This design comes from an exercise in tuning for small area, a short achievable clock period and few clock cycles on the open sky130 flow, not from production work. In this exercise RTL edits were held to simulation tests only and were not proved equivalent to the original. Power and IR drop assume default switching activity.

**config.mk**
```make
export PLATFORM = sky130hd
export DESIGN_NAME = partial_order_closure_insert
export DESIGN_NICKNAME = partial_order_closure_insert
export VERILOG_FILES = /design/flow/design.v
export SDC_FILE = /design/flow/constraint.sdc
export NUM_CORES = 4
export LEC_CHECK = 0
export CAP_MARGIN = 20
export CORE_MARGIN = 2
export CORE_UTILIZATION = 50
export CTS_CLUSTER_DIAMETER = 90
export CTS_CLUSTER_SIZE = 22
export SETUP_SLACK_MARGIN = 0.3
export SLEW_MARGIN = 20
export SYNTH_HIERARCHICAL = 1
```
**constraint.sdc**
```tcl
create_clock -name core_clock -period 6.0 [get_ports {clk_i}]
set_input_delay 1.2000 -clock core_clock [delete_from_list [all_inputs] [get_ports {clk_i}]]
set_output_delay 1.2000 -clock core_clock [all_outputs]
set_load 0.01 [all_outputs]
```
**design.v**
```verilog
`timescale 1ns / 1ps
`default_nettype none
package poci_pkg;
  localparam int RANK_W           = 6;
  localparam int EXT_W            = RANK_W + 1;
  localparam int CNT_W            = 6;
  localparam int POP_W            = 64;
  localparam int MAX_ELEMENTS_DEF = 32;
  localparam logic [RANK_W-1:0] ELEM_COUNT_RST = 6'd32;
  typedef enum logic [1:0] {
    OP_CLEAR = 2'd0,
    OP_ADD   = 2'd1,
    OP_COUNT = 2'd2,
    OP_NOP   = 2'd3
  } op_e;
  typedef enum logic [3:0] {
    ST_IDLE,
    ST_CLEAR,
    ST_ADD_RA,
    ST_ADD_RB,
    ST_ADD_WB,
    ST_ADD_DEC,
    ST_SCAN,
    ST_CHECK,
    ST_WRITE,
    ST_CNT_RD,
    ST_CNT_WAIT,
    ST_DONE
  } state_e;
  typedef enum logic [2:0] {
    TAG_NONE,
    TAG_A,
    TAG_B,
    TAG_SCAN,
    TAG_WRITE,
    TAG_COUNT
  } tag_e;
  typedef struct packed {
    logic rd_en;
    tag_e rd_tag;
    logic init_scan;
    logic set_conflict;
    logic clear_all;
    logic clear_count;
    logic done;
  } ctl_t;
  typedef struct packed {
    logic present;
    logic cyc;
    logic overlap;
    logic conflict;
  } sts_t;
  function automatic logic [6:0] popcount64(input logic [POP_W-1:0] v);
    logic [POP_W-1:0] x;
    x = v;
    x = (x & 64'h5555_5555_5555_5555) + ((x >> 1)  & 64'h5555_5555_5555_5555);
    x = (x & 64'h3333_3333_3333_3333) + ((x >> 2)  & 64'h3333_3333_3333_3333);
    x = (x & 64'h0f0f_0f0f_0f0f_0f0f) + ((x >> 4)  & 64'h0f0f_0f0f_0f0f_0f0f);
    x = (x & 64'h00ff_00ff_00ff_00ff) + ((x >> 8)  & 64'h00ff_00ff_00ff_00ff);
    x = (x & 64'h0000_ffff_0000_ffff) + ((x >> 16) & 64'h0000_ffff_0000_ffff);
    x = (x & 64'h0000_0000_ffff_ffff) + ((x >> 32) & 64'h0000_0000_ffff_ffff);
    popcount64 = x[6:0];
  endfunction
endpackage
`default_nettype wire
`timescale 1ns / 1ps
`default_nettype none
module poci_ram #(
  parameter int M = 32
) (
  input  wire logic           clk_i,
  input  wire logic           keep_i,
  input  wire logic [M-1:0]   set_row_i,
  input  wire logic [M-1:0]   set_col_i,
  output logic      [M*M-1:0] r_o
);
  for (genvar x = 0; x < M; x++) begin : g_row
    for (genvar y = 0; y < M; y++) begin : g_col
      if (x == y) begin : g_diag
        assign r_o[x*M+y] = 1'b0;
      end else begin : g_bit
        always_ff @(posedge clk_i) begin
          r_o[x*M+y] <= (r_o[x*M+y] & keep_i) | (set_row_i[x] & set_col_i[y]);
        end
      end
    end
  end
endmodule
`default_nettype wire
`timescale 1ns / 1ps
`default_nettype none
module poci_row_unit #(
  parameter int M = 32
) (
  input  wire logic [M*M-1:0] r_i,
  input  wire logic [M-1:0]   pick_i,
  output logic      [M-1:0]   row_o
);
  always_comb begin
    for (int y = 0; y < M; y++) begin
      row_o[y] = 1'b0;
      for (int x = 0; x < M; x++) row_o[y] = row_o[y] | (pick_i[x] & r_i[x*M+y]);
    end
  end
endmodule
module poci_col_unit #(
  parameter int M = 32
) (
  input  wire logic [M*M-1:0] r_i,
  input  wire logic [M-1:0]   pick_i,
  output logic      [M-1:0]   col_o
);
  always_comb begin
    for (int x = 0; x < M; x++) col_o[x] = |(r_i[x*M +: M] & pick_i);
  end
endmodule
`default_nettype wire
`timescale 1ns / 1ps
`default_nettype none
module poci_group_count (
  input  wire logic [31:0] v_i,
  output logic      [23:0] grp_o
);
  always_comb begin
    for (int i = 0; i < 8; i++) begin
      grp_o[3*i +: 3] = (3'(v_i[4*i])   + 3'(v_i[4*i+1]))
                      + (3'(v_i[4*i+2]) + 3'(v_i[4*i+3]));
    end
  end
endmodule
module poci_group_sum (
  input  wire logic [23:0] grp_i,
  output logic      [5:0]  cnt_o
);
  always_comb begin
    logic [4:0] s0, s1;
    s0 = (5'(grp_i[2:0])   + 5'(grp_i[5:3]))   + (5'(grp_i[8:6])   + 5'(grp_i[11:9]));
    s1 = (5'(grp_i[14:12]) + 5'(grp_i[17:15])) + (5'(grp_i[20:18]) + 5'(grp_i[23:21]));
    cnt_o = 6'(s0) + 6'(s1);
  end
endmodule
`default_nettype wire
`timescale 1ns / 1ps
`default_nettype none
module partial_order_closure_insert (
  input  wire logic       clk_i,
  input  wire logic       rst_ni,
  input  wire logic       start,
  output logic            busy,
  input  wire logic [1:0] opcode_i,
  input  wire logic [5:0] first_rank_i,
  input  wire logic [5:0] second_rank_i,
  input  wire logic       element_count_we_i,
  input  wire logic [5:0] element_count_i,
  output logic            done_o,
  output logic            consistent_o,
  output logic      [5:0] successor_count_o
);
  localparam int M = poci_pkg::MAX_ELEMENTS_DEF;
  logic [5:0]     ecnt_q;
  logic           rvalid_q, f_q, clean_q, done_q, pres_q, ovl_q;
  logic           idle_q, chk1_q, chk2_q, chk3_q;
  logic [5:0]     a_q, b_q;
  logic [M-1:0]   u_q, ps_q, pd_q;
  logic           wr_q;
  logic [23:0]    grp_q;
  logic [M*M-1:0] r_q;
  logic [5:0]   n_cur, n_new;
  logic [M-1:0] mask;
  assign n_cur = (ecnt_q > 6'd32) ? 6'd32 : ecnt_q;
  assign n_new = (element_count_i > 6'd32) ? 6'd32 : element_count_i;
  always_comb begin
    for (int i = 0; i < M; i++) mask[i] = (6'(i) < n_cur);
  end
  logic idle, accept, op_clear, op_add, op_count, a_ok, b_ok;
  assign idle     = idle_q;
  assign busy     = !rvalid_q || !idle;
  assign accept   = start && !busy;
  assign op_clear = (opcode_i == 2'd0);
  assign op_add   = (opcode_i == 2'd1);
  assign op_count = (opcode_i == 2'd2);
  assign a_ok     = (first_rank_i != 6'd0) && (first_rank_i <= n_cur);
  assign b_ok     = (second_rank_i != 6'd0) && (second_rank_i <= n_cur);
  logic [5:0]   ra, rb;
  logic [M-1:0] oa, ob, v_oh, dplus, sel, uplus;
  assign ra = idle_q ? first_rank_i : (chk1_q ? a_q : b_q);
  assign rb = idle_q ? second_rank_i : b_q;
  always_comb begin
    for (int x = 0; x < M; x++) begin
      oa[x] = (ra == 6'(x + 1));
      ob[x] = (rb == 6'(x + 1));
    end
  end
  assign v_oh  = oa | ((idle_q && op_add) ? ob : '0);
  assign dplus = ob;
  assign sel   = chk2_q ? u_q : oa;
  assign uplus = chk2_q ? '0 : oa;
  logic [M-1:0] pset;
  assign pset = wr_q ? ps_q : '0;
  logic [M-1:0] rowx, rowf;
  poci_row_unit #(.M(M)) u_row (.r_i(r_q), .pick_i(v_oh), .row_o(rowx));
  assign rowf = rowx | ((|(v_oh & pset)) ? pd_q : '0);
  logic [M-1:0] colx, colf;
  poci_col_unit #(.M(M)) u_col (.r_i(r_q), .pick_i(sel), .col_o(colx));
  assign colf = colx | ((|(sel & pd_q)) ? pset : '0);
  logic [M-1:0] dvec, uvec;
  assign dvec = (rowf & mask) | dplus;
  assign uvec = (colf & mask) | uplus;
  logic add_go, cyc_in, fast_wr, fast_set_f, go_chk1;
  assign add_go     = accept && op_add && !f_q && a_ok && b_ok;
  assign cyc_in     = |(uvec & ob);
  assign fast_wr    = add_go && clean_q && !cyc_in;
  assign fast_set_f = accept && op_add && !f_q
                   && (!(a_ok && b_ok) || (clean_q && cyc_in));
  assign go_chk1    = add_go && !clean_q;
  logic cyc, chk3_wr;
  assign cyc     = |(u_q & ob);
  assign chk3_wr = chk3_q && !ovl_q;
  logic keep;
  assign keep = rvalid_q && !(accept && op_clear);
  poci_ram #(.M(M)) u_matrix (
    .clk_i    (clk_i),
    .keep_i   (keep),
    .set_row_i(keep ? pset : '0),
    .set_col_i(pd_q),
    .r_o      (r_q)
  );
  always_ff @(posedge clk_i) begin
    if (idle) begin
      a_q <= first_rank_i;
      b_q <= second_rank_i;
    end
    if (chk1_q) begin
      u_q <= uvec;
    end
    ps_q   <= chk3_q ? u_q : uvec;
    pd_q   <= dvec;
    pres_q <= |(rowf & ob);
    ovl_q  <= |(uvec & dvec);
  end
  logic [23:0] grp;
  logic        cnt_en;
  assign cnt_en = accept && op_count && a_ok;
  poci_group_count u_grp (.v_i(rowf & (cnt_en ? mask : '0)), .grp_o(grp));
  always_ff @(posedge clk_i) begin
    grp_q <= grp;
  end
  always_ff @(posedge clk_i or negedge rst_ni) begin
    if (!rst_ni) begin
      ecnt_q   <= poci_pkg::ELEM_COUNT_RST;
      rvalid_q <= 1'b0;
      f_q      <= 1'b0;
      clean_q  <= 1'b1;
      done_q   <= 1'b0;
      wr_q     <= 1'b0;
      idle_q   <= 1'b1;
      chk1_q   <= 1'b0;
      chk2_q   <= 1'b0;
      chk3_q   <= 1'b0;
    end else begin
      rvalid_q <= 1'b1;
      if (element_count_we_i) begin
        ecnt_q <= element_count_i;
      end
      if (accept && op_clear) begin
        clean_q <= 1'b1;
      end else if (element_count_we_i && (n_new < n_cur)) begin
        clean_q <= 1'b0;
      end
      if (accept && op_clear) begin
        f_q <= 1'b0;
      end else if (fast_set_f || (chk2_q && !pres_q && cyc) || (chk3_q && ovl_q)) begin
        f_q <= 1'b1;
      end
      wr_q   <= fast_wr || chk3_wr;
      done_q <= (accept && !go_chk1) || (chk2_q && (pres_q || cyc)) || chk3_q;
      idle_q <= (idle_q && !go_chk1) || (chk2_q && (pres_q || cyc)) || chk3_q;
      chk1_q <= go_chk1;
      chk2_q <= chk1_q;
      chk3_q <= chk2_q && !(pres_q || cyc);
    end
  end
  assign done_o            = done_q;
  assign consistent_o      = !f_q;
  poci_group_sum u_sum (.grp_i(grp_q), .cnt_o(successor_count_o));
endmodule
`default_nettype wire
```
**flow/run.sh**
```bash
#!/bin/bash
# Layout: the standard flow (standard.sh) unchanged for synthesis; for the
# layout the port buffers are a stronger cell (buf_4 instead of the default
# delay buffer) and repair may resize a cell to another footprint. Each step's
# full output goes to its own log file here.
set -euo pipefail
sed -e "s|CLKGATE_MAP_FILE= |CLKGATE_MAP_FILE= MATCH_CELL_FOOTPRINT=0 'BUFFER_PORTS_ARGS=-buffer_cell sky130_fd_sc_hd__buf_4' |" \
  standard.sh > own_standard.sh
grep -q 'MATCH_CELL_FOOTPRINT=0' own_standard.sh
bash standard.sh synth > synth.log 2>&1
bash own_standard.sh finish > layout.log 2>&1
test -f out/final.def
```
**standard.sh**
```bash
#!/bin/bash
# synth_recipe.tcl (not shown) runs the flow's synth.tcl, then flattens the netlist and writes it again
# the make line also repeats each setting of config.mk as NAME=value (left out here)
make -C /OpenROAD-flow-scripts/flow DESIGN_CONFIG=/design/flow/config.mk WORK_HOME=/design/flow/orfs CLKGATE_MAP_FILE= SYNTH_SCRIPT=/design/flow/synth_recipe.tcl "${@:-finish}"
```
==> results.json, run 1 <==
{
  "num_rows": 119,
  "cts-buffers-inserted": 61,
  "worst_pin_slew_ns": 1.19,
  "skew_ns": 0.0455,
  "coreArea_um2": 105000,
  "syn_inst": 5276,
  "hpwl_mm": 203,
  "status": "finished clean",
  "grt_pass1_vias": 48500,
  "critical_path_class": "flop to flop",
  "placed_area_um2": 58000,
  "setup_violations": 0,
  "die_height_um": 329,
  "cts-root-buf": "clkbuf_16",
  "grt_usage_pct": 50.0,
  "seq_area_um2": 23400,
  "dieArea_um2": 108000,
  "cts_tree": "done",
  "worst_ep_arrival_time_ns": 6.51,
  "crit_buf_inv": 5,
  "rsz0062_at_grt": "yes",
  "total_power_mw": 16.3,
  "nNetsFinal": 5559,
  "avgRoutedWirePerCell_um": 40.7,
  "syn_area_per_cell_um2": 10.0,
  "min_period_over_period_pct": 97.7,
  "routed_wl_mm": 281,
  "drc": 0,
  "hold_viol": 0,
  "peakVddDrop_mv": 0.321,
  "synth_flop_cell": "dfxtp_1",
  "start_util_pct": 50.2,
  "drive_gt1_share_pct": 18.1,
  "ys_types": 88,
  "final_antenna_net_count": 0,
  "grt_overflow": 0,
  "critPathSlowestCell": "or4_1",
  "ys_ff_latch": 1141,
  "yosysTopAreaCell": "dfxtp_1",
  "clk_pin_slew_ns": 0.10,
  "hp-class": "primary input to async pin",
  "htreeDepth": 2,
  "slew_violations": 0,
  "max_clock_freq_mhz": 171,
  "critical_path_peak_fanout": 33,
  "die_w_um": 329,
  "seq_area_frac_synth_pct": 44.2,
  "cp.depth": 18,
  "powerDensity_nw_per_um2": 271,
  "syn2layout_area_growth_pct": 13.6,
  "crit_path_end_kind": "flop",
  "cts_hold_buf": 0,
  "leakagePower_nw": 22.4,
  "yosysMostFrequentCell": "dfxtp_1",
  "multi_input_area_um2": 26400,
  "timing.hold.ws_ns": 0.275,
  "synth_edf_count": 38,
  "cts_buffer_depth": 3,
  "maxSlewHeadroom_pct": 20.9,
  "viasPerCell": 7.82,
  "drt_pass1_iterations": 7,
  "grt_antenna_before_repair": 33,
  "synth.top_cell.area_share_pct": 41.3,
  "grt_max_degree": 238,
  "ios": 33,
  "netlist_area_um2": 52700,
  "period_minus_slack_ns": 5.86,
  "r2r.worst_path.cells": 18,
  "worstSkewPairLatency_ns": 0.76,
  "cts.sinks": 1141,
  "critPathMaxStageDelay_ns": 0.89,
  "crit_chain": "buf_6, buf_4, nor3_1, a21oi_4, o21ai_2, buf_12, buf_4, buf_4, a22oi_1, nand4_1, or4_1, nand2_1, nand2_1, a31o_1, nand2_1, o2111ai_1, or4_1, or4_1",
  "pre_cts_ws_ns": -0.508,
  "grt_pass1_wl_mm": 385,
  "place_congestion": 1.16,
  "synth_common_cells": "1088 x dfxtp_1, 1045 x a22oi_1, 998 x a22o_1",
  "num_vias": 53900,
  "crit_required_ns": 6.65,
  "setup_ws_ns": 0.140,
  "n_fill_cell": 9324,
  "ys_warn_count": 43,
  "yosys-top-cells-area": "dfxtp_1 41%, a22o_1 17%, a22oi_1 15%",
  "async_flop_share_pct": 1.31,
  "postLayoutCoreUtil_pct": 57.1,
  "max_cap_viol_count": 0,
  "startpoint_type": "flop",
  "drt_iter0_drc": 10700,
  "design_area_um2": 59900,
  "cp_top_family": "simple AND/OR/NAND/NOR gates",
  "numPortBuffers": 32
}
## logic make-up after synthesis
family | count (synthesis) | synth area share, %
xor gates and xnor gates | 1 | 0.0166
buffers and inverters | 701 | 7.29
adders and majority gates | 64 | 1.87
DFF | 1141 | 44.2
AOI/OAI and AO/OA | 2415 | 36.3
muxes | 53 | 1.09
and+or+nand+nor | 899 | 9.20
other | 2 | 0.0142
## registers in the layout (all words and copies together) (netlist names), 6 cells and up
| register | flops |
|---|---|
| pd_q | 32 |
| a_q | 6 |
| u_matrix.r_o | 992 |
| grp_q | 24 |
| b_q | 6 |
| ps_q | 32 |
| u_q | 32 |
| ecnt_q | 6 |
## power breakdown
group	switching (mW)	leakage (nW)	total, mW	internal (mW)
Clock	2.75	0.836	4.64	1.89
Sequential	0.177	9.31	7.89	7.71
Combinational	2.65	12.2	3.73	1.09
## per-module statistics from Yosys, one instance, submodules excluded, a selection
module,cell area (um^2),flip-flops and latches
partial_order_closure_insert,10300,149
poci_group_count,510,0
poci_group_sum,554,0
## per-stage QoR
step           cells  TNS, ns
4_1_cts         6871        0
3_3_place_gp    6793    -1.10
5_1_grt         6878        0
3_5_place_dp    6793    -1.42
2_1_floorplan   5307        0
6_report        6891        0
## path summary, 6_finish.rpt
check	start	to	slack (ns)
max in group asynchronous	rst_ni	ecnt_q[5]	5.48
worst min register to register	pres_q	chk3_q	0.43
worst max-delay path	idle_q	ovl_q	0.14
min in group core_clock	pres_q	chk3_q	0.43
worst max register to register	idle_q	ovl_q	0.14
worst min-delay path	rst_ni	rvalid_q	0.28
## worst register-to-register path, cell delays in order, from the launching register on
cell       delay (ns)
dfstp_4          0.73
buf_6            0.26
buf_4            0.23
nor3_1           0.10
a21oi_4          0.42
o21ai_2          0.19
buf_12           0.20
buf_4            0.17
buf_4            0.15
a22oi_1          0.19
nand4_1          0.52
or4_1            0.90
nand2_1          0.13
nand2_1          0.06
a31o_1           0.20
nand2_1          0.06
o2111ai_1        0.15
or4_1            0.63
or4_1            0.44
## cell usage in the layout (no fill, tap or decap), drive strengths merged, types with 56 or more instances in the layout
| cell type | Yosys | routed |
|---|---|---|
| dfxtp | 1088 | 1088 |
| a22oi | 1045 | 1045 |
| a22o | 998 | 998 |
| buf | 275 | 701 |
| nand4 | 281 | 281 |
| nand2 | 219 | 219 |
| inv | 101 | 105 |
| nor2 | 93 | 93 |
| o21ai | 80 | 80 |
| nand3 | 70 | 70 |
| or4 | 70 | 70 |
| clkbuf | 325 | 66 |
| a21oi | 66 | 66 |
| o22ai | 61 | 61 |
| nor3 | 56 | 56 |
## cell type report
cell class | count | share of cell area (%)
Multi-Input combinational cell | 3465 | 44.0
Tap cell | 1391 | 2.90
Clock inverter | 12 | 0.263
Sequential cell | 1141 | 39.0
Antenna cell | 14 | 0.0585
Timing Repair Buffer | 701 | 10.5
Inverter | 101 | 0.645
Clock buffer | 66 | 2.61
## per-layer routing
| layer | track usage [%] | part of all wire [%] |
|---|---|---|
| met4 | 34.0 | 8.4 |
| met2 | 67.5 | 39 |
| met3 | 17.9 | 15 |
| met1 | 66.2 | 38 |
| met5 | 0 | 0.099 |
## what timing repair did
item | 4_1_cts | 5_1_grt
setup endpoints to repair | 17 | 17
resized for setup | 8 | 25
setup buffers | 0 | 6
pin swaps | 0 | 9
Testbench counts, summed over its fixed seeds: cycles 2,696.
==> run 2, diff against run 1 <==
--- a/design.v
+++ b/design.v
@@ -162,3 +162,3 @@
   logic           idle_q, chk1_q, chk2_q, chk3_q;
-  logic [5:0]     a_q, b_q;
+  logic [5:0]     b_q;
   logic [M-1:0]   u_q, ps_q, pd_q;
@@ -183,16 +183,14 @@
   assign b_ok     = (second_rank_i != 6'd0) && (second_rank_i <= n_cur);
-  logic [5:0]   ra, rb;
-  logic [M-1:0] oa, ob, v_oh, dplus, sel, uplus;
-  assign ra = idle_q ? first_rank_i : (chk1_q ? a_q : b_q);
-  assign rb = idle_q ? second_rank_i : b_q;
+  logic [M-1:0] oa, ob, obq, vq_q, v_oh, dplus, sel, uplus;
   always_comb begin
     for (int x = 0; x < M; x++) begin
-      oa[x] = (ra == 6'(x + 1));
-      ob[x] = (rb == 6'(x + 1));
-    end
-  end
-  assign v_oh  = oa | ((idle_q && op_add) ? ob : '0);
-  assign dplus = ob;
-  assign sel   = chk2_q ? u_q : oa;
-  assign uplus = chk2_q ? '0 : oa;
+      oa[x]  = idle_q && (first_rank_i == 6'(x + 1));
+      ob[x]  = idle_q && (second_rank_i == 6'(x + 1));
+      obq[x] = (b_q == 6'(x + 1));
+    end
+  end
+  assign v_oh  = oa | (op_add ? ob : '0) | vq_q;
+  assign dplus = ob | (idle_q ? '0 : obq);
+  assign uplus = oa | (chk1_q ? vq_q : '0);
+  assign sel   = uplus | (chk2_q ? u_q : '0);
   logic [M-1:0] pset;
@@ -216,3 +214,3 @@
   logic cyc, chk3_wr;
-  assign cyc     = |(u_q & ob);
+  assign cyc     = |(u_q & obq);
   assign chk3_wr = chk3_q && !ovl_q;
@@ -229,4 +227,10 @@
     if (idle) begin
-      a_q <= first_rank_i;
       b_q <= second_rank_i;
+    end
+    if (go_chk1) begin
+      vq_q <= oa;
+    end else if (chk1_q || (chk2_q && !(pres_q || cyc))) begin
+      vq_q <= obq;
+    end else begin
+      vq_q <= '0;
     end
@@ -237,3 +241,3 @@
     pd_q   <= dvec;
-    pres_q <= |(rowf & ob);
+    pres_q <= |(rowf & obq);
     ovl_q  <= |(uvec & dvec);
--- a/config.mk
+++ b/config.mk
@@ -9,6 +9,5 @@
 export CORE_MARGIN = 2
-export CORE_UTILIZATION = 50
-export CTS_CLUSTER_DIAMETER = 90
-export CTS_CLUSTER_SIZE = 22
-export SETUP_SLACK_MARGIN = 0.3
+export CORE_UTILIZATION = 45
+export CTS_BUF_LIST = sky130_fd_sc_hd__clkbuf_8
+export SETUP_SLACK_MARGIN = 0.5
 export SLEW_MARGIN = 20
==> run 2 against run 1 <==
Against the previous run:
- hold slack worse by 0.16 ns
- flip-flop and latch count is 26 higher
- still clean
- clock skew is 0.0038 ns higher
- via count is 4.1% higher
- highest routed layer unchanged
- register-to-register slack better by 0.27 ns
==> results.json, run 2 <==
{
  "min_period_over_period_pct": 93.2,
  "yosysMostFrequentCell": "dfxtp_1",
  "ys_types": 92,
  "cts_buffer_depth": 3,
  "grt_overflow": 0,
  "final_antenna_net_count": 0,
  "crit_required_ns": 6.82,
  "max_clock_freq_mhz": 179,
  "nNetsFinal": 5708,
  "drc": 0,
  "startpoint_type": "flop",
  "avgRoutedWirePerCell_um": 40.6,
  "place_congestion": 1.12,
  "syn_inst": 5478,
  "ys_ff_latch": 1167,
  "postLayoutCoreUtil_pct": 52.2,
  "num_rows": 127,
  "leakagePower_nw": 24.2,
  "hpwl_mm": 214,
  "grt_antenna_before_repair": 38,
  "total_power_mw": 17.5,
  "numPortBuffers": 32,
  "setup_violations": 0,
  "coreArea_um2": 120000,
  "syn2layout_area_growth_pct": 14.8,
  "largest_register_ffs": 992,
  "num_vias": 56100,
  "critical_path_peak_fanout": 32,
  "max_cap_viol_count": 0,
  "drive_gt1_share_pct": 18.0,
  "final_cell_mix": "1081 x dfxtp_1, 1065 x a22oi_1, 1024 x a22o_1",
  "viasPerCell": 7.57,
  "path_common_cell": "nand4_1",
  "critPathMaxStageDelay_ns": 0.68,
  "htreeDepth": 4,
  "regMostFlops": "u_matrix.r_o",
  "crit_buf_inv": 2,
  "cts-buffers-inserted": 199,
  "grt_max_degree": 213,
  "synth_common_cells": "1114 x dfxtp_1, 1065 x a22oi_1, 1024 x a22o_1",
  "rsz0062_at_grt": "yes",
  "hold_viol": 0,
  "crit_path_end_kind": "flop",
  "synth_edf_count": 38,
  "hp-class": "primary input to async pin",
  "status": "finished clean",
  "dieArea_um2": 124000,
  "synth_flop_cell": "dfxtp_1",
  "cts_tree": "done",
  "skew_ns": 0.0493,
  "peakVddDrop_mv": 0.223,
  "yosys-top-cells-area": "dfxtp_1 41%, a22o_1 16%, a22oi_1 15%",
  "ys_warn_count": 43,
  "cts_hold_buf": 0,
  "setup_tns_ns": 0,
  "yosysTopAreaCell": "dfxtp_1",
  "cp_top_family": "simple AND/OR/NAND/NOR gates",
  "critical_path_class": "flop to flop",
  "r2r_start": "idle_q",
  "dp_cells": 7030,
  "n_fill_cell": 11000,
  "powerDensity_nw_per_um2": 278,
  "startpoint": "idle_q",
  "routed_wl_mm": 301,
  "maxSlewHeadroom_pct": 16.9,
  "seq_area_frac_synth_pct": 43.5,
  "cts.sinks": 1167,
  "mostFrequentLayoutCell": "dfxtp_1",
  "design_area_um2": 62800,
  "crit_chain": "nor4b_1, and3_1, a221o_2, buf_4, a22oi_1, nand4_1, or4_1, a221o_1, a22oi_1, o211ai_1, nor4_2, nand4_1, a2111oi_4, buf_4, nand4_1, and4b_1",
  "die_height_um": 353,
  "ios": 33,
  "grt_usage_pct": 46.2,
  "grt_pass1_wl_mm": 410,
  "async_flop_share_pct": 1.29,
  "drt_iter0_drc": 11200,
  "worst_ep_arrival_time_ns": 6.41,
  "worst_pin_slew_ns": 1.25,
  "die_w_um": 353,
  "drt_pass1_iterations": 8,
  "grt_pass1_vias": 50000,
  "syn_area_per_cell_um2": 9.99,
  "start_util_pct": 45.5,
  "cts-root-buf": "clkbuf_8",
  "placed_area_um2": 58400,
  "critPathSlowestCell": "or4_1",
  "synth.top_cell.area_share_pct": 40.7,
  "clk_pin_slew_ns": 0.06,
  "slew_violations": 0,
  "netlist_area_um2": 54700,
  "stdcell_count": 7410,
  "worstSkewPairLatency_ns": 0.95,
  "period_minus_slack_ns": 5.59
}
[run 2: cell count changes after synthesis, moves of 20 or more]
cell | before | now
nand2_1 | 219 | 145
o22ai_1 | 60 | 8
a21oi_1 | 62 | 95
a221o_1 | 1 | 33
clkbuf_1 | 325 | 357
a22o_1 | 998 | 1024
dfxtp_1 | 1088 | 1114
or2_2 | 4 | 30
and3_1 | 16 | 40
o31a_1 | 0 | 23
or3_1 | 9 | 30
a22oi_1 | 1045 | 1065
[run 2: what timing repair did]
action / 4_1_cts / 5_1_grt
setup endpoints to repair: 4 / 11
resized for setup: 10 / 5
pin swaps: 6 / 6
setup buffers: 1 / 0
[run 2: cell type report]
cell class              count  area (um^2)  share of cell area (%)
flip-flops and latches   1167        23900                    38.0
clock inverters            99          822                    1.31
well taps                1612         2020                    3.21
multi-input cells        3604        27300                    43.5
repair buffers            546         4840                    7.71
diodes                     24         60.1                  0.0956
clock buffers             256         3520                    5.61
inverters                 102          383                   0.609
[run 2: per-layer routing]
| layer | vias up | track usage [%] | part of all wire (%) |
|---|---|---|---|
| li1 | 22400 | - | - |
| met1 | 27800 | 62.2 | 39 |
| met2 | 4993 | 62.1 | 39 |
| met3 | 991 | 16.8 | 14 |
| met4 | 22 | 28.5 | 7.3 |
| met5 | - | 0 | 0.092 |
[run 2: final timing paths]
kind / to / slack [ns] / depth (start not counted)
max: f_q / 0.41 / 16
min: ecnt_q[4] / 0.12 / 1
max reg2reg: f_q / 0.41 / 16
min reg2reg: u_matrix.r_o[784] / 0.50 / 1
max in group asynchronous: idle_q / 5.62 / 1
min in group core_clock: ecnt_q[4] / 0.49 / 3
[run 2: cells by family (layout without fill, tap and decap cells)]
kind of cell	count (synthesis)	in the layout	share of synthesized area, %
buf+inv	738	1003	7.22
simple gates	934	934	9.89
other cells	2	57	0.0137
compound gates	2531	2531	36.7
xor+xnor	1	1	0.0160
flops	1167	1167	43.5
mux	41	41	0.860
fa+ha+maj	64	64	1.81
[run 2: Yosys stat by module, one instance, submodules excluded, a selection]
module / flops+latches / copies in the design
poci_group_count: 0 / 1
poci_group_sum: 0 / 1
partial_order_closure_insert: 175 / 1
[run 2: metrics by stage]
step | hold slack, ns | setup slack, ns
2_1_floorplan | 0.408 | 1.04
3_3_place_gp | 0.476 | -0.653
6_report | 0.120 | 0.411
3_5_place_dp | 0.479 | -0.794
5_1_grt | 0.110 | 0.384
4_1_cts | 0.0449 | 0.435
[run 2: power by group]
part	switching, mW	internal [mW]	total, mW
combinational	1.18	0.343	1.53
clock	3.55	4.39	7.93
sequential	0.159	7.84	8.00
Testbench counts of run 2, summed over its fixed seeds: cycles 2,696.
==> run 3, diff against run 2 <==
--- a/config.mk
+++ b/config.mk
@@ -10,4 +10,5 @@
 export CORE_UTILIZATION = 45
-export CTS_BUF_LIST = sky130_fd_sc_hd__clkbuf_8
-export SETUP_SLACK_MARGIN = 0.5
+export CTS_CLUSTER_DIAMETER = 90
+export CTS_CLUSTER_SIZE = 22
+export SETUP_SLACK_MARGIN = 0.6
 export SLEW_MARGIN = 20
==> run 3 against run 2 <==
Against the previous run:
- still clean
- critical path depth rose by 2
- combinational power about the same
- wire length fell by 1.0%
- global-route usage down 0.64 points
- largest cell class unchanged
- final cell count fell by 3.7%
- clock power decreased by 36%
==> results.json, run 3 <==
{
  "die_w_um": 353,
  "cts-root-buf": "clkbuf_16",
  "nNetsFinal": 5581,
  "critPathSlowestCell": "or4_4",
  "leakagePower_nw": 22.7,
  "place_congestion": 1.12,
  "avgRoutedWirePerCell_um": 41.7,
  "p_comb_share_pct": 10.7,
  "grt_pass1_vias": 48700,
  "start_util_pct": 45.5,
  "timing.hold.ws_ns": 0.349,
  "min_period_over_period_pct": 91.1,
  "regMostFlops": "u_matrix.r_o",
  "synth_edf_count": 38,
  "drt_pass1_iterations": 7,
  "crit_chain": "buf_4, nand3b_4, nor2_1, a221o_2, buf_4, a22oi_1, nand4_1, or4_4, buf_4, a221o_1, a32oi_1, o211ai_1, nor4_2, nand4_1, a2111oi_4, buf_4, nand4_1, and4b_1",
  "design_area_um2": 60500,
  "largest_register_ffs": 992,
  "drt_iter0_drc": 11300,
  "p_seq_share_pct": 54.7,
  "cts.sinks": 1167,
  "netlist_area_um2": 54700,
  "max_clock_freq_mhz": 183,
  "p_clk_share_pct": 34.6,
  "critical_path_class": "primary input to flop",
  "maxSlewHeadroom_pct": 15.4,
  "hold_viol": 0,
  "hpwl_mm": 214,
  "p_sw_mw": 4.26,
  "crit_buf_inv": 4,
  "internal_power_mw": 10.3,
  "cts-buffers-inserted": 67,
  "ys_types": 92,
  "syn_inst": 5478,
  "grt_pass1_wl_mm": 405,
  "hp-class": "primary input to async pin",
  "synth_flop_cell": "dfxtp_1",
  "synth.top_cell.area_share_pct": 40.7,
  "ys_warn_count": 43,
  "skew_ns": 0.0364,
  "num_vias": 54300,
  "ys_ff_latch": 1167,
  "critPathMaxStageDelay_ns": 0.61,
  "stdcell_count": 7134,
  "peakVddDrop_mv": 0.235,
  "drive_gt1_share_pct": 15.2,
  "routed_wl_mm": 298,
  "n_fill_cell": 11100,
  "powerDensity_nw_per_um2": 241,
  "grt_max_degree": 213,
  "critical_path_peak_fanout": 13,
  "cts_buffer_depth": 3,
  "rsz0062_at_grt": "yes",
  "crit_path_end_kind": "flop",
  "yosysMostFrequentCell": "dfxtp_1",
  "syn_area_per_cell_um2": 9.99,
  "ios": 33,
  "crit_required_ns": 6.59,
  "startpoint_type": "primary input",
  "grt_usage_pct": 45.5,
  "viasPerCell": 7.61,
  "worstSkewPairLatency_ns": 0.70,
  "numPortBuffers": 32,
  "async_flop_share_pct": 1.29,
  "coreArea_um2": 120000,
  "yosys-top-cells-area": "dfxtp_1 41%, a22o_1 16%, a22oi_1 15%",
  "worst_pin_slew_ns": 1.27,
  "die_height_um": 353,
  "sw_frac_of_total_pct": 29.2,
  "grt_overflow": 0,
  "htreeDepth": 3,
  "drc": 0,
  "max_cap_viol_count": 0,
  "slew_violations": 0,
  "worst_ep_arrival_time_ns": 6.06,
  "clk_pin_slew_ns": 0.10,
  "path_common_cell": "buf_4",
  "cts_tree": "done",
  "syn2layout_area_growth_pct": 10.6,
  "dp_cells": 7030,
  "dieArea_um2": 124000,
  "seq_area_frac_synth_pct": 43.5,
  "yosysTopAreaCell": "dfxtp_1",
  "period_minus_slack_ns": 5.47,
  "final_cell_mix": "1080 x dfxtp_1, 1063 x a22oi_1, 1024 x a22o_1",
  "setup_violations": 0,
  "grt_antenna_before_repair": 39,
  "synth_common_cells": "1114 x dfxtp_1, 1065 x a22oi_1, 1024 x a22o_1",
  "mostFrequentLayoutCell": "dfxtp_1",
  "placed_area_um2": 58400,
  "status": "finished clean",
  "num_rows": 127,
  "final_antenna_net_count": 0,
  "cp_top_family": "simple AND/OR/NAND/NOR gates"
}
==> run 3: cell counts after synthesis <==
No cell type changed its count.
==> run 3: kinds of logic (layout without fill, tap and decap cells) <==
group | after synthesis | in the layout | share of synthesized area, %
compound gates | 2531 | 2531 | 36.7
xor+xnor | 1 | 1 | 0.0160
fa+ha+maj | 64 | 64 | 1.81
buf+inv | 738 | 739 | 7.22
flops | 1167 | 1167 | 43.5
mux | 41 | 41 | 0.860
other cells | 2 | 45 | 0.0137
simple gates | 934 | 934 | 9.89
==> run 3: what timing repair did <==
item	in CTS	in global routing
buffers inserted	0	6
pin swaps	0	12
endpoints found under the hold margin	0	0
endpoints found under the setup margin	2	14
hold buffers	0	0
resized for setup	5	32
==> run 3: through the flow <==
step                      total power, mW  setup WS (ns)  utilization [%]  setup TNS, ns
final                                14.6          0.534             50.3              0
after global routing                 14.8          0.573             50.3              0
after CTS                            14.5          0.605             50.1              0
after detailed placement             9.57         -0.794             48.5          -1.49
after global placement               9.58         -0.653             48.5          -1.16
after floorplan                      8.86           1.04                -              0
==> run 3: Yosys stat by module, one instance, submodules excluded, a selection <==
module / area (um^2) / flops+latches / times used
partial_order_closure_insert: 12300 / 175 / 1
poci_group_sum: 554 / 0 / 1
poci_group_count: 510 / 0 / 1
==> run 3: power by group through the flow <==
stage | Combinational (mW) | Clock (mW) | Sequential (mW)
2_1_floorplan | 0.810 | 0 | 8.05
3_3_place_gp | 1.42 | 0 | 8.16
3_5_place_dp | 1.42 | 0 | 8.16
4_1_cts | 1.42 | 5.06 | 7.98
5_1_grt | 1.54 | 5.31 | 7.98
6_report | 1.56 | 5.04 | 7.98
==> run 3: routing by layer <==
| layer | track usage [%] | vias up | part of all wire (%) | wire (um) |
|---|---|---|---|---|
| li1 | - | 22000 | - | - |
| met3 | 15.9 | 861 | 14 | 42300 |
| met2 | 61.3 | 4631 | 39 | 116000 |
| met5 | 0 | - | 0.085 | 253 |
| met4 | 27.7 | 38 | 7.5 | 22400 |
| met1 | 61.9 | 26800 | 39 | 117000 |
==> run 3: path summary, 6_finish.rpt <==
| check | from | endpoint | slack [ns] | cells past startpoint |
|---|---|---|---|---|
| max | first_rank_i[5] | f_q | 0.53 | 18 |
| min | rst_ni | ecnt_q[4] | 0.35 | 1 |
| max reg2reg | chk2_q | f_q | 0.58 | 16 |
| min reg2reg | u_matrix.r_o[639] | u_matrix.r_o[639] | 0.51 | 1 |
| max in group asynchronous | rst_ni | ecnt_q[5] | 5.39 | 1 |
| min in group core_clock | u_matrix.r_o[639] | u_matrix.r_o[639] | 0.51 | 1 |
==> run 3: cell type report <==
type	instances	area (um^2)	area share [%]
Multi-Input combinational cell	3604	27400	45.2
Sequential cell	1167	23900	39.4
Timing Repair Buffer	551	4930	8.14
Tap cell	1612	2020	3.33
Clock buffer	74	1720	2.85
Inverter	102	383	0.633
Clock inverter	12	194	0.320
Antenna cell	12	30.0	0.0496
==> run 4, diff against run 3 <==
--- a/config.mk
+++ b/config.mk
@@ -12,3 +12,3 @@
 export CTS_CLUSTER_SIZE = 22
-export SETUP_SLACK_MARGIN = 0.6
+export SETUP_SLACK_MARGIN = 0.9
 export SLEW_MARGIN = 20
==> run 4 against run 3 <==
Against the previous run:
- final cell count increased by 0.62%
- worst setup slack improved by 0.034 ns
- sequential share of layout area decreased by 0.53 points
- utilization increased by 0.68 points
- critical path type unchanged
- largest cell class unchanged
==> results.json, run 4 <==
{
  "syn2layout_area_growth_pct": 12.1,
  "setup_violations": 0,
  "worst_ep_arrival_time_ns": 6.03,
  "ios": 33,
  "synth-xor-area-share_pct": 0.0160,
  "die_w_um": 353,
  "htreeDepth": 3,
  "nNetsFinal": 5622,
  "ys_ff_latch": 1167,
  "regMostFlops": "u_matrix.r_o",
  "syn_area_per_cell_um2": 9.99,
  "worst_pin_slew_ns": 1.20,
  "synth_common_cells": "1114 x dfxtp_1, 1065 x a22oi_1, 1024 x a22o_1",
  "cts-buffers-inserted": 67,
  "cts_tree": "done",
  "rsz0062_at_grt": "yes",
  "synth.top_cell.area_share_pct": 40.7,
  "cts-root-buf": "clkbuf_16",
  "powerDensity_nw_per_um2": 239,
  "async_flop_share_pct": 1.29,
  "clk_pin_slew_ns": 0.10,
  "worstSkewPairLatency_ns": 0.70,
  "total_power_mw": 14.7,
  "coreArea_um2": 120000,
  "largest_register_ffs": 992,
  "synth_compound_area_share_pct": 36.7,
  "startpoint_type": "primary input",
  "crit_required_ns": 6.60,
  "drc": 0,
  "max_clock_freq_mhz": 184,
  "yosys-top-cells-area": "dfxtp_1 41%, a22o_1 16%, a22oi_1 15%",
  "maxSlewHeadroom_pct": 19.5,
  "synth_flop_cell": "dfxtp_1",
  "grt_usage_pct": 45.6,
  "die_height_um": 353,
  "numPortBuffers": 32,
  "sw_frac_of_total_pct": 29.4,
  "dieArea_um2": 124000,
  "final_cell_mix": "1080 x dfxtp_1, 1047 x a22oi_1, 1023 x a22o_1",
  "num_rows": 127,
  "leakagePower_nw": 23.0,
  "grt_antenna_before_repair": 38,
  "timing.hold.ws_ns": 0.341,
  "synth-simple-area-share_pct": 9.89,
  "n_fill_cell": 11000,
  "yosysTopAreaCell": "dfxtp_1",
  "critical_path_class": "primary input to flop",
  "slew_violations": 0,
  "synth_top_family_by_area": "compound AO/OA/AOI/OAI gates",
  "setup_tns_ns": 0,
  "critical_path_peak_fanout": 13,
  "final_antenna_net_count": 0,
  "cts.sinks": 1167,
  "place_congestion": 1.12,
  "cts_buffer_depth": 3,
  "syn_inst": 5478,
  "synth_fa_ha_area_share_pct": 1.81,
  "routed_wl_mm": 302,
  "mostFrequentLayoutCell": "dfxtp_1",
  "grt_pass1_vias": 48700,
  "grt_pass1_wl_mm": 405,
  "yosysMostFrequentCell": "dfxtp_1",
  "num_vias": 55300,
  "ys_warn_count": 43,
  "p_sw_mw": 4.32,
  "hp-class": "primary input to async pin",
  "crit_path_end_kind": "flop",
  "netlist_area_um2": 54700,
  "peakVddDrop_mv": 0.235,
  "p_clk_share_pct": 34.4,
  "synth.mux.area_fraction_pct": 0.860,
  "grt_overflow": 0,
  "period_minus_slack_ns": 5.43,
  "p_seq_share_pct": 54.2,
  "r2r.worst_path.cells": 18,
  "setup_ws_ns": 0.568,
  "synth_edf_count": 38,
  "pre_cts_ws_ns": -0.794,
  "min_period_over_period_pct": 90.5,
  "drt_pass1_iterations": 9,
  "cts_hold_buf": 0,
  "internal_power_mw": 10.4,
  "start_util_pct": 45.5,
  "ys_types": 92,
  "avgRoutedWirePerCell_um": 42.1,
  "drt_iter0_drc": 11200,
  "hpwl_mm": 214,
  "postLayoutCoreUtil_pct": 51.0,
  "drive_gt1_share_pct": 16.5,
  "status": "finished clean",
  "skew_ns": 0.0350,
  "grt_max_degree": 213,
  "seq_area_frac_synth_pct": 43.5,
  "p_comb_share_pct": 11.3,
  "max_cap_viol_count": 0,
  "viasPerCell": 7.70,
  "hold_viol": 0
}
## run 4: cell counts after synthesis
No cell type changed its count.
## run 4: kinds of logic after synthesis
logic type	count (synthesis)
flops	1167
compound gates	2531
mux	41
fa+ha+maj	64
buf+inv	738
other cells	2
xor+xnor	1
simple gates	934
## run 4: final timing paths
kind | from | endpoint | slack [ns]
hold reg to reg | u_matrix.r_o[877] | u_matrix.r_o[877] | 0.51
setup / recovery | first_rank_i[5] | f_q | 0.57
hold / removal | rst_ni | ecnt_q[4] | 0.34
min in group core_clock | u_matrix.r_o[877] | u_matrix.r_o[877] | 0.51
setup reg to reg | chk1_q | f_q | 0.62
max in group asynchronous | rst_ni | ecnt_q[5] | 5.40
## run 4: Yosys stat by module, one instance, submodules excluded, excerpt
module	copies in the design	area, um^2	flip-flops and latches
partial_order_closure_insert	1	12300	175
poci_group_sum	1	554	0
poci_group_count	1	510	0
## run 4: stage by stage
step / cell area, um^2 / instances
5_1_grt: 61300 / 7166
2_1_floorplan: 54800 / 5509
3_3_place_gp: 58300 / 7030
3_5_place_dp: 58400 / 7030
4_1_cts: 60400 / 7117
6_report: 61300 / 7178
## run 4: power by group through the flow
stage	sequential [mW]	clock (mW)	combinational, mW
after global placement	8.16	0	1.42
after global routing	7.96	5.31	1.64
after detailed placement	8.16	0	1.42
after floorplan	8.05	0	0.810
after CTS	7.98	5.06	1.42
final	7.96	5.06	1.67
## run 4: worst max-delay path, cell delays in order
cell and delay, ns:
buf_8 0.12, nand3b_4 0.20, buf_12 0.14, nor2_1 0.06, a221o_2 0.47, buf_8 0.21, buf_4 0.15, a22oi_1 0.16
nand4_1 0.25, or4_1 0.60, buf_4 0.22, nand4_1 0.12, o21ai_0 0.11, buf_4 0.18, nor3_1 0.35, buf_4 0.19
nand4_1 0.14, a2111oi_4 0.51, buf_4 0.22, nand4_1 0.15, and4b_1 0.23
## run 4: final cells by class
| cell class | instances | area, um^2 | area share (%) |
|---|---|---|---|
| clock buffer | 74 | 1720 | 2.81 |
| timing repair buffer | 591 | 5460 | 8.89 |
| antenna | 15 | 37.5 | 0.0612 |
| sequential | 1167 | 23900 | 38.9 |
| clock inverter | 12 | 194 | 0.316 |
| tap | 1612 | 2020 | 3.29 |
| inverter | 102 | 383 | 0.624 |
| multi-input combinational | 3605 | 27700 | 45.1 |
## run 4: metal layers
metal / track usage [%] / share of wire, %
met5: 0 / 0.075
met4: 26.7 / 7.7
met3: 15.3 / 14
met2: 61.8 / 39
met1: 62.3 / 39
## run 4: timing repair
action,4_1_cts,5_1_grt
endpoints found under the setup margin,17,23
gates cloned,0,5
gates resized for setup,22,104
pin swaps,7,33
setup buffers,1,41
==> run 5, diff against run 4 <==
--- a/config.mk
+++ b/config.mk
@@ -12,3 +12,3 @@
 export CTS_CLUSTER_SIZE = 22
-export SETUP_SLACK_MARGIN = 0.9
+export SETUP_SLACK_MARGIN = 0.75
 export SLEW_MARGIN = 20
==> run 5 against run 4 <==
Against the previous run:
- final cell count barely moved
- sequential share of layout area rose by 0.063 points
- global-route usage barely moved
- largest cell class unchanged
- die area did not move
- wire length fell by 0.63%
- utilization fell by 0.080 points
- synthesized cell count did not move
==> results.json, run 5 <==
{
  "grt_max_degree": 213,
  "cts_hold_buf": 0,
  "max_cap_viol_count": 0,
  "yosys-top-cells-area": "dfxtp_1 41%, a22o_1 16%, a22oi_1 15%",
  "ys_types": 92,
  "cts-buffers-inserted": 67,
  "grt_overflow": 0,
  "powerDensity_nw_per_um2": 240,
  "yosysTopAreaCell": "dfxtp_1",
  "htreeDepth": 3,
  "synth_edf_count": 38,
  "dp_cells": 7030,
  "nNetsFinal": 5619,
  "syn2layout_area_growth_pct": 11.9,
  "synth.top_cell.area_share_pct": 40.7,
  "crit_required_ns": 6.59,
  "dieArea_um2": 124000,
  "ys_warn_count": 43,
  "ios": 33,
  "slew_violations": 0,
  "ys_ff_latch": 1167,
  "crit_path_end_kind": "flop",
  "async_flop_share_pct": 1.29,
  "max_clock_freq_mhz": 187,
  "netlist_area_um2": 54700,
  "drc": 0,
  "num_vias": 55100,
  "grt_antenna_before_repair": 40,
  "setup_violations": 0,
  "worst_ep_arrival_time_ns": 5.95,
  "worstSkewPairLatency_ns": 0.71,
  "final_cell_mix": "1079 x dfxtp_1, 1047 x a22oi_1, 1023 x a22o_1",
  "rrSetupSlack_ns": 0.68,
  "die_w_um": 353,
  "synth_common_cells": "1114 x dfxtp_1, 1065 x a22oi_1, 1024 x a22o_1",
  "die_height_um": 353,
  "min_period_over_period_pct": 89.3,
  "cts-root-buf": "clkbuf_16",
  "drt_iter0_drc": 11200,
  "avgRoutedWirePerCell_um": 41.8,
  "grt_usage_pct": 45.5,
  "crit_chain": "buf_6, or3b_4, buf_4, nor2_2, or2_2, buf_12, a22oi_2, nand4_1, or4_4, buf_6, a221o_1, a32oi_1, o211ai_1, nor4_2, nand4_1, a2111oi_4, buf_4, nand4_1, and4b_1",
  "drt_pass1_iterations": 12,
  "rsz0062_at_grt": "yes",
  "numPortBuffers": 32,
  "cts.sinks": 1167,
  "hold_viol": 0,
  "largest_register_ffs": 992,
  "start_util_pct": 45.5,
  "hpwl_mm": 214,
  "place_congestion": 1.12,
  "critical_path_peak_fanout": 25,
  "worst_pin_slew_ns": 1.25,
  "syn_inst": 5478,
  "startpoint_type": "primary input",
  "routed_wl_mm": 300,
  "critical_path_class": "primary input to flop",
  "n_fill_cell": 11100,
  "maxSlewHeadroom_pct": 16.4,
  "syn_area_per_cell_um2": 9.99,
  "stdcell_count": 7176,
  "hp-class": "primary input to async pin",
  "skew_ns": 0.0363,
  "peakVddDrop_mv": 0.232,
  "grt_pass1_vias": 48700,
  "period_minus_slack_ns": 5.36,
  "setup_tns_ns": 0,
  "num_rows": 127,
  "status": "finished clean",
  "synth_flop_cell": "dfxtp_1",
  "critPathMaxStageDelay_ns": 0.50,
  "seq_area_frac_synth_pct": 43.5,
  "leakagePower_nw": 23.0,
  "regMostFlops": "u_matrix.r_o",
  "mostFrequentLayoutCell": "dfxtp_1",
  "cts_tree": "done",
  "drive_gt1_share_pct": 16.3,
  "critPathSlowestCell": "or4_4",
  "final_antenna_net_count": 0,
  "coreArea_um2": 120000,
  "cts_buffer_depth": 3,
  "clk_pin_slew_ns": 0.10,
  "path_common_cell": "nand4_1",
  "viasPerCell": 7.67,
  "yosysMostFrequentCell": "dfxtp_1",
  "grt_pass1_wl_mm": 405
}
-- run 5: worst max-delay path, delay by kind of cell --
kind                   cells  cell delay (ns)
AND/OR/NAND/NOR            9             2.41
AO/OA/AOI/OAI              5             1.43
buffers and inverters      5             0.83
-- run 5: metal layers --
layer	wire (um)	GRT usage (%)
met1	117000	61.9
met2	116000	61.3
met3	43200	15.9
met4	23200	27.5
met5	230	0
-- run 5: power by group --
part	switching [mW]	total [mW]	leakage [nW]	internal (mW)
Sequential	0.119	7.95	9.53	7.83
Combinational	1.27	1.68	12.5	0.416
Clock	2.93	5.06	0.938	2.13
-- run 5: modules after synthesis, one instance, submodules excluded, a selection --
module	copies in the design	cell area (um^2)	flip-flops and latches	cells
partial_order_closure_insert	1	12300	175	1501
poci_group_count	1	510	0	64
poci_group_sum	1	554	0	58
-- run 5: path summary, 6_finish.rpt --
check,start,endpoint,cells after the start
setup / recovery,first_rank_i[1],f_q,19
hold / removal,rst_ni,ecnt_q[4],1
hold reg to reg,u_matrix.r_o[593],u_matrix.r_o[593],1
setup reg to reg,chk1_q,f_q,18
max in group asynchronous,rst_ni,ecnt_q[5],1
min in group core_clock,u_matrix.r_o[593],u_matrix.r_o[593],1
-- run 5: cell families after synthesis --
kind of cell    synth area share (%)
simple gates                    9.89
flops                           43.5
other cells                   0.0137
compound gates                  36.7
buf+inv                         7.22
mux                            0.860
xor+xnor                      0.0160
fa+ha+maj                       1.81
-- run 5: cell type report --
type | count | area [um^2] | share of cell area, %
multi-input cells | 3604 | 27600 | 45.0
flip-flops and latches | 1167 | 23900 | 39.0
repair buffers | 589 | 5430 | 8.86
well taps | 1612 | 2020 | 3.29
clock buffers | 74 | 1720 | 2.81
inverters | 102 | 383 | 0.625
clock inverters | 12 | 194 | 0.317
diodes | 16 | 40.0 | 0.0654
-- run 5: timing repair --
| action | 4_1_cts | 5_1_grt |
|---|---|---|
| gates cloned | 0 | 2 |
| setup endpoints to repair | 7 | 13 |
| buffers inserted | 1 | 41 |
| pin swaps | 5 | 25 |
| gates resized for setup | 19 | 90 |
-- run 5: stage by stage --
| stage | utilization [%] | cell area, um^2 | total power, mW | hold WS [ns] | setup slack [ns] |
|---|---|---|---|---|---|
| detailed placement | 48.5 | 58400 | 9.57 | 0.479 | -0.794 |
| global placement | 48.5 | 58300 | 9.58 | 0.476 | -0.653 |
| finish | 50.9 | 61300 | 14.7 | 0.345 | 0.641 |
| CTS | 50.2 | 60300 | 14.5 | 0.332 | 0.732 |
| floorplan | - | 54800 | 8.86 | 0.408 | 1.04 |
| global route | 50.9 | 61200 | 14.9 | 0.358 | 0.597 |
==> run 6, diff against run 5 <==
--- a/config.mk
+++ b/config.mk
@@ -7,3 +7,3 @@
 export LEC_CHECK = 0
-export CAP_MARGIN = 20
+export CAP_MARGIN = 10
 export CORE_MARGIN = 2
@@ -12,4 +12,4 @@
 export CTS_CLUSTER_SIZE = 22
-export SETUP_SLACK_MARGIN = 0.75
-export SLEW_MARGIN = 20
+export SETUP_SLACK_MARGIN = 0.6
+export SLEW_MARGIN = 10
 export SYNTH_HIERARCHICAL = 1
==> run 6 against run 5 <==
Against the previous run:
- combinational power down 6%
- register-to-register slack worse by 0.19 ns
- first-iteration DRC count down 4.3%
- global-route usage up 0.060 points
- worst setup slack worse by 0.15 ns
- critical endpoint unchanged
- wire length down 0.56%
- largest power group unchanged
- fmax down 2.7%
- non-clock buffer count down 37
- total power down 0.53%
- synthesized area unchanged
- count of clock-buffer cells in the layout up 2
- via count down 0.38%
==> results.json, run 6 <==
{
  "worst_pin_slew_ns": 1.38,
  "status": "finished clean",
  "rrSetupSlack_ns": 0.49,
  "yosysMostFrequentCell": "dfxtp_1",
  "crit_path_end_kind": "flop",
  "sw_frac_of_total_pct": 29.2,
  "p_sw_mw": 4.27,
  "ys_types": 92,
  "cts_buffer_depth": 3,
  "final_antenna_net_count": 0,
  "dieArea_um2": 124000,
  "internal_power_mw": 10.3,
  "peakVddDrop_mv": 0.196,
  "grt_usage_pct": 45.6,
  "crit_buf_inv": 3,
  "setup_tns_ns": 0,
  "skew_ns": 0.0523,
  "period_minus_slack_ns": 5.51,
  "hpwl_mm": 214,
  "final_cell_mix": "1081 x dfxtp_1, 1064 x a22oi_1, 1024 x a22o_1",
  "drive_gt1_share_pct": 15.0,
  "syn_inst": 5478,
  "maxSlewHeadroom_pct": 7.21,
  "critPathMaxStageDelay_ns": 0.74,
  "avgRoutedWirePerCell_um": 41.8,
  "r2r.worst_path.cells": 16,
  "cts.sinks": 1167,
  "place_congestion": 1.12,
  "die_w_um": 353,
  "max_cap_viol_count": 0,
  "setup_violations": 0,
  "drc": 0,
  "num_vias": 54800,
  "pre_cts_ws_ns": -0.729,
  "p_clk_share_pct": 34.6,
  "yosys-top-cells-area": "dfxtp_1 41%, a22o_1 16%, a22oi_1 15%",
  "die_height_um": 353,
  "cp_top_family": "compound AO/OA/AOI/OAI gates",
  "dp_cells": 7030,
  "crit_chain": "buf_4, a22oi_1, o21ai_4, buf_4, a22oi_1, nand4_1, or4_1, a221o_1, a22oi_1, o211ai_1, nor4_2, nand4_1, a2111oi_4, buf_4, nand4_1, and4b_1",
  "drt_pass1_iterations": 8,
  "r2r_end": "f_q",
  "syn_area_per_cell_um2": 9.99,
  "synth.top_cell.area_share_pct": 40.7,
  "nNetsFinal": 5582,
  "critical_path_class": "flop to flop",
  "grt_antenna_before_repair": 33,
  "design_area_um2": 60500,
  "num_rows": 127,
  "worst_ep_arrival_time_ns": 6.12,
  "placed_area_um2": 58300,
  "routed_wl_mm": 298,
  "r2r_start": "chk2_q",
  "hold_viol": 0,
  "setup_ws_ns": 0.491,
  "p_seq_share_pct": 54.6,
  "grt_pass1_vias": 48900,
  "start_util_pct": 45.5,
  "hp-class": "primary input to async pin",
  "async_flop_share_pct": 1.29,
  "rsz0062_at_grt": "no",
  "critPathSlowestCell": "or4_1",
  "p_comb_share_pct": 10.8,
  "grt_pass1_wl_mm": 406,
  "postLayoutCoreUtil_pct": 50.3,
  "synth_common_cells": "1114 x dfxtp_1, 1065 x a22oi_1, 1024 x a22o_1",
  "cts-buffers-inserted": 67,
  "min_period_over_period_pct": 91.8,
  "max_clock_freq_mhz": 182,
  "mostFrequentLayoutCell": "dfxtp_1",
  "slew_violations": 0,
  "critical_path_peak_fanout": 35,
  "coreArea_um2": 120000,
  "regMostFlops": "u_matrix.r_o",
  "total_power_mw": 14.6,
  "grt_max_degree": 213,
  "ys_warn_count": 43,
  "cts_hold_buf": 0,
  "ios": 33,
  "cts-root-buf": "clkbuf_16",
  "seq_area_frac_synth_pct": 43.5,
  "cts_tree": "done",
  "grt_overflow": 0,
  "leakagePower_nw": 22.7,
  "synth_edf_count": 38,
  "syn2layout_area_growth_pct": 10.6,
  "htreeDepth": 3,
  "synth_flop_cell": "dfxtp_1",
  "drt_iter0_drc": 10700,
  "powerDensity_nw_per_um2": 242,
  "timing.hold.ws_ns": 0.328,
  "viasPerCell": 7.69,
  "clk_pin_slew_ns": 0.10,
  "crit_required_ns": 6.61,
  "ys_ff_latch": 1167,
  "largest_register_ffs": 992,
  "stdcell_count": 7136,
  "numPortBuffers": 32,
  "yosysTopAreaCell": "dfxtp_1",
  "worstSkewPairLatency_ns": 0.72,
  "startpoint_type": "flop",
  "netlist_area_um2": 54700
}
-- run 6: changes by cell type in the layout (fill, tap and decap cells not counted), moves of 6 or more --
| cell | delta |
|---|---|
| a22oi_2 | -17 |
| or2_2 | +7 |
| or4_4 | -6 |
| or4_1 | +6 |
| buf_4 | -9 |
| buf_12 | -8 |
| or2_4 | -7 |
| a22oi_1 | +17 |
| buf_6 | -15 |
-- run 6: final cells by class --
type                       count  area, um^2
fill                       11200       59800
sequential                  1167       23900
inverter                     102         383
clock inverter                12         186
tap                         1612        2020
timing repair buffer         552        4930
clock buffer                  76        1750
antenna                       11        27.5
multi-input combinational   3604       27400
-- run 6: worst max-delay path by stage --
stage / slack [ns] / start / depth (start not counted) / to
2_1_floorplan: 1.04 / second_rank_i[0] / 17 / grp_q[10]
3_3_place_gp: -0.65 / first_rank_i[3] / 19 / f_q
3_5_place_dp: -0.73 / first_rank_i[3] / 19 / f_q
4_1_cts: 0.61 / idle_q / 17 / f_q
5_1_grt: 0.60 / first_rank_i[1] / 19 / f_q
6_report: 0.49 / chk2_q / 16 / f_q
-- run 6: worst reg2reg max path: stages (launching register included) --
cell       delay, ns
dfrtp_2         0.43
buf_4           0.31
a22oi_1         0.46
o21ai_4         0.41
buf_4           0.35
a22oi_1         0.20
nand4_1         0.15
or4_1           0.74
a221o_1         0.42
a22oi_1         0.20
o211ai_1        0.15
nor4_2          0.43
nand4_1         0.21
a2111oi_4       0.40
buf_4           0.22
nand4_1         0.13
and4b_1         0.20
-- run 6: power by group through the flow --
stage / Sequential [mW] / Clock, mW / Combinational [mW]
6_report: 7.98 / 5.06 / 1.58
5_1_grt: 7.97 / 5.32 / 1.56
3_5_place_dp: 8.16 / 0 / 1.42
4_1_cts: 7.98 / 5.06 / 1.42
3_3_place_gp: 8.16 / 0 / 1.42
2_1_floorplan: 8.05 / 0 / 0.810
-- run 6: cell families after synthesis --
family,Yosys count,share of synthesized area [%]
AOI/OAI and AO/OA,2531,36.7
xor gates and xnor gates,1,0.0160
adders and majority gates,64,1.81
buffers and inverters,738,7.22
DFF,1167,43.5
muxes,41,0.860
other,2,0.0137
and+or+nand+nor,934,9.89
-- run 6: per-layer routing --
metal	GRT usage, %	vias up	part of all wire (%)
li1	-	22000	-
met4	26.3	36	6.9
met5	0	-	0.084
met3	15.7	860	14
met1	62.3	27200	39
met2	61.8	4718	39
-- run 6: what timing repair did --
action                                 in CTS  in global routing
cloned                                      0                  0
pin swaps                                   0                  7
setup endpoints to repair                   2                 12
endpoints found under the hold margin       0                  0
resized for setup                           4                 19
buffers inserted                            0                  7
-- run 6: per-module statistics from Yosys, one instance, submodules excluded, excerpt --
| module | area [um^2] | cells inside |
|---|---|---|
| poci_group_count | 510 | 64 |
| poci_group_sum | 554 | 58 |
| partial_order_closure_insert | 12300 | 1501 |

==> separate check: timing with driven ports <==
How much do the figures lean on ideal ports? The routed layouts below were timed once more, with nothing changed but the port constraints.
Step 1 sets driving cells, clkbuf_16 on the clock port and buf_2 on the other inputs (assumed; they add their load-dependent delay and slew).
Step 2 adds t to the input delays and takes it off the output delays; t is the mean of the earliest and latest rising clock arrival at the registers after step 1. Input paths then give back, and output paths get back, about the clock's delay inside the block.
Three values: ideal ports, drivers, drivers and shift; two values: the first two.
| run | t, ns | setup WS [ns] | clock arrival spread, ns | pins driven straight from the clock port |
|---|---|---|---|---|
| run 1 | 0.818 | 0.140 / 0.140 / -0.295 | 0.046 / 0.045 | 1 |
| run 2 | 1.010 | 0.411 / 0.411 / -0.378 | 0.049 / 0.050 | 1 |
| run 3 | 0.756 | 0.534 / 0.581 / -0.174 | 0.039 / 0.039 | 1 |
| run 4 | 0.757 | 0.568 / 0.591 / -0.166 | 0.037 / 0.036 | 1 |
| run 5 | 0.763 | 0.641 / 0.678 / -0.085 | 0.038 / 0.038 | 1 |
| run 6 | 0.768 | 0.491 / 0.491 / -0.177 | 0.052 / 0.052 | 1 |
With both steps, setup timing fails in every run listed, where it was met with ideal ports. The setup slack of run 2, which loses most, moves by 0.000 ns with the drivers and by -0.789 ns with both steps.
